Background: an optimization exercise with open tools, aiming at small area. Do not read the settings as production practice.
The RTL was checked by simulation tests, not by an equivalence proof against the original design.
No activity file was given, so power comes from the tool's default toggle rates.

==> flow/design.v (excerpt) <==
module gpr_sb #(
  parameter int XLEN = gpr_pkg::XLEN_DEF,
  parameter int NREG = gpr_pkg::NREG_DEF,
  parameter int NREAD = 4,
  parameter int NWRITE = 2,
  localparam int IW = $clog2(NREG)
) (
  input  logic                   i_clk,
  input  logic                   i_rst_n,
  input  logic [NREAD*IW-1:0]    i_raddr,
  output logic [NREAD*XLEN-1:0]  o_rdata,
  output logic [NREAD-1:0]       o_rready,
  input  logic [NWRITE-1:0]      i_we,
  input  logic [NWRITE*IW-1:0]   i_waddr,
  input  logic [NWRITE*XLEN-1:0] i_wdata,
  input  logic [NWRITE-1:0]      i_rsv_en,
  input  logic [NWRITE*IW-1:0]   i_rsv_addr,
  input  logic                   i_flush,
  output logic [NREG-1:0]        o_busy
);
==> flow/config.mk <==
export PLATFORM = sky130hd
export DESIGN_NAME = gpr_sb
export DESIGN_NICKNAME = gpr_sb
export VERILOG_FILES = /design/flow/design.v
export SDC_FILE = /design/flow/constraint.sdc
export NUM_CORES = 4
export LEC_CHECK = 0
export CAP_MARGIN = 0
export CELL_PAD_IN_SITES_DETAIL_PLACEMENT = 1
export CELL_PAD_IN_SITES_GLOBAL_PLACEMENT = 2
export CORE_MARGIN = 2
export CORE_UTILIZATION = 25
export PLACE_DENSITY = 0.35
export SETUP_SLACK_MARGIN = 0.2
export SLEW_MARGIN = 0
export SYNTH_HIERARCHICAL = 1
==> flow/constraint.sdc <==
create_clock -name core_clock -period 7.0 [get_ports {i_clk}]
set_input_delay 1.4000 -clock core_clock [delete_from_list [all_inputs] [get_ports {i_clk}]]
set_output_delay 1.4000 -clock core_clock [all_outputs]
set_load 0.01 [all_outputs]
standard.sh (not shown) runs the stock make flow with config.mk's settings and CLKGATE_MAP_FILE= SYNTH_SCRIPT=/design/flow/synth_recipe.tcl, a recipe that flattens the netlist after the stock synthesis.
==> flow/flow/run.sh <==
#!/bin/bash
# The standard layout, with port buffers of a small plain buffer cell, high-fanout nets
# buffered before global placement (flow/fanout.tcl; kept untouched through global placement),
# global routing that holds back more of met1/met2 (flow/fastroute.tcl) and clock tree
# synthesis without dummy loads. Full tool output goes to flow.log here.
set -euo pipefail
export BUFFER_PORTS_ARGS="-buffer_cell sky130_fd_sc_hd__buf_2"
export CTS_ARGS="-sink_clustering_enable -repair_clock_nets -dont_use_dummy_load -sink_clustering_size 10 -sink_clustering_max_diameter 60 -buf_list {sky130_fd_sc_hd__clkbuf_2 sky130_fd_sc_hd__clkbuf_4 sky130_fd_sc_hd__clkbuf_8}"
export FANOUT_DONT_TOUCH=1
export PRE_GLOBAL_PLACE_TCL="$PWD/flow/fanout.tcl"
export FASTROUTE_TCL="$PWD/flow/fastroute.tcl"
export POST_GLOBAL_PLACE_TCL="$PWD/flow/untouch.tcl"
bash standard.sh finish > flow.log 2>&1
Other scripts of this flow, unchanged in this note and not shown: flow/flow/fanout.tcl, flow/flow/fastroute.tcl, flow/flow/untouch.tcl
Rerun with:
--- a/flow/flow/run.sh
+++ b/flow/flow/run.sh
@@ -6,5 +6,5 @@
 set -euo pipefail
 export BUFFER_PORTS_ARGS="-buffer_cell sky130_fd_sc_hd__buf_2"
-export CTS_ARGS="-sink_clustering_enable -repair_clock_nets -dont_use_dummy_load -sink_clustering_size 10 -sink_clustering_max_diameter 60 -buf_list {sky130_fd_sc_hd__clkbuf_2 sky130_fd_sc_hd__clkbuf_4 sky130_fd_sc_hd__clkbuf_8}"
+export CTS_ARGS="-sink_clustering_enable -repair_clock_nets -dont_use_dummy_load -buf_list {sky130_fd_sc_hd__clkbuf_4 sky130_fd_sc_hd__clkbuf_8 sky130_fd_sc_hd__clkbuf_16}"
 export FANOUT_DONT_TOUCH=1
 export PRE_GLOBAL_PLACE_TCL="$PWD/flow/fanout.tcl"
Outcome: Clock-buffer cell count goes down by 18; register-to-register slack loses 20 ps; total power goes up by roughly a tenth; die area stays the same; sequential share of layout area goes down by 0.73 points; clock skew goes down by 32 ps; wire length goes up slightly; global-route usage goes up by 0.27 points; fmax is about the same; utilization goes up by 0.75 points; non-clock buffer count goes up by 15.

what the ideal ports hide:
In the flow no input, the clock included, has a driving cell. The finished layouts below were timed again as built, in two steps. Step 1 (the two cells are an assumption about what drives the block):
set clk [get_ports {i_clk}]
set_driving_cell -lib_cell sky130_fd_sc_hd__clkbuf_16 $clk
set_driving_cell -lib_cell sky130_fd_sc_hd__buf_2 [delete_from_list [all_inputs] $clk]
Step 2 adds t to the input delays and takes it off the output delays; t is the mean of the earliest and latest rising clock arrival at the registers after step 1. Input paths then give back, and output paths get back, about the clock's delay inside the block. Three values: no drivers, after step 1, after step 2; two values: the first two.
| run | t, ns | slack for setup (ns) | worst setup path at the end | worst register clock-pin slew, ns | pins driven straight from the clock port |
|---|---|---|---|---|---|
| the first run | 1.050 | 0.070 / 0.046 / 0.046 | input to output | 0.09 / 0.09 | 1 |
| the second run | 0.938 | 0.082 / 0.054 / 0.054 | input to output | 0.07 / 0.07 | 1 |
After both steps every run listed still meets setup and hold. The setup slack of the second run, which loses most, moves by -0.028 ns with the drivers and by -0.028 ns with both steps.
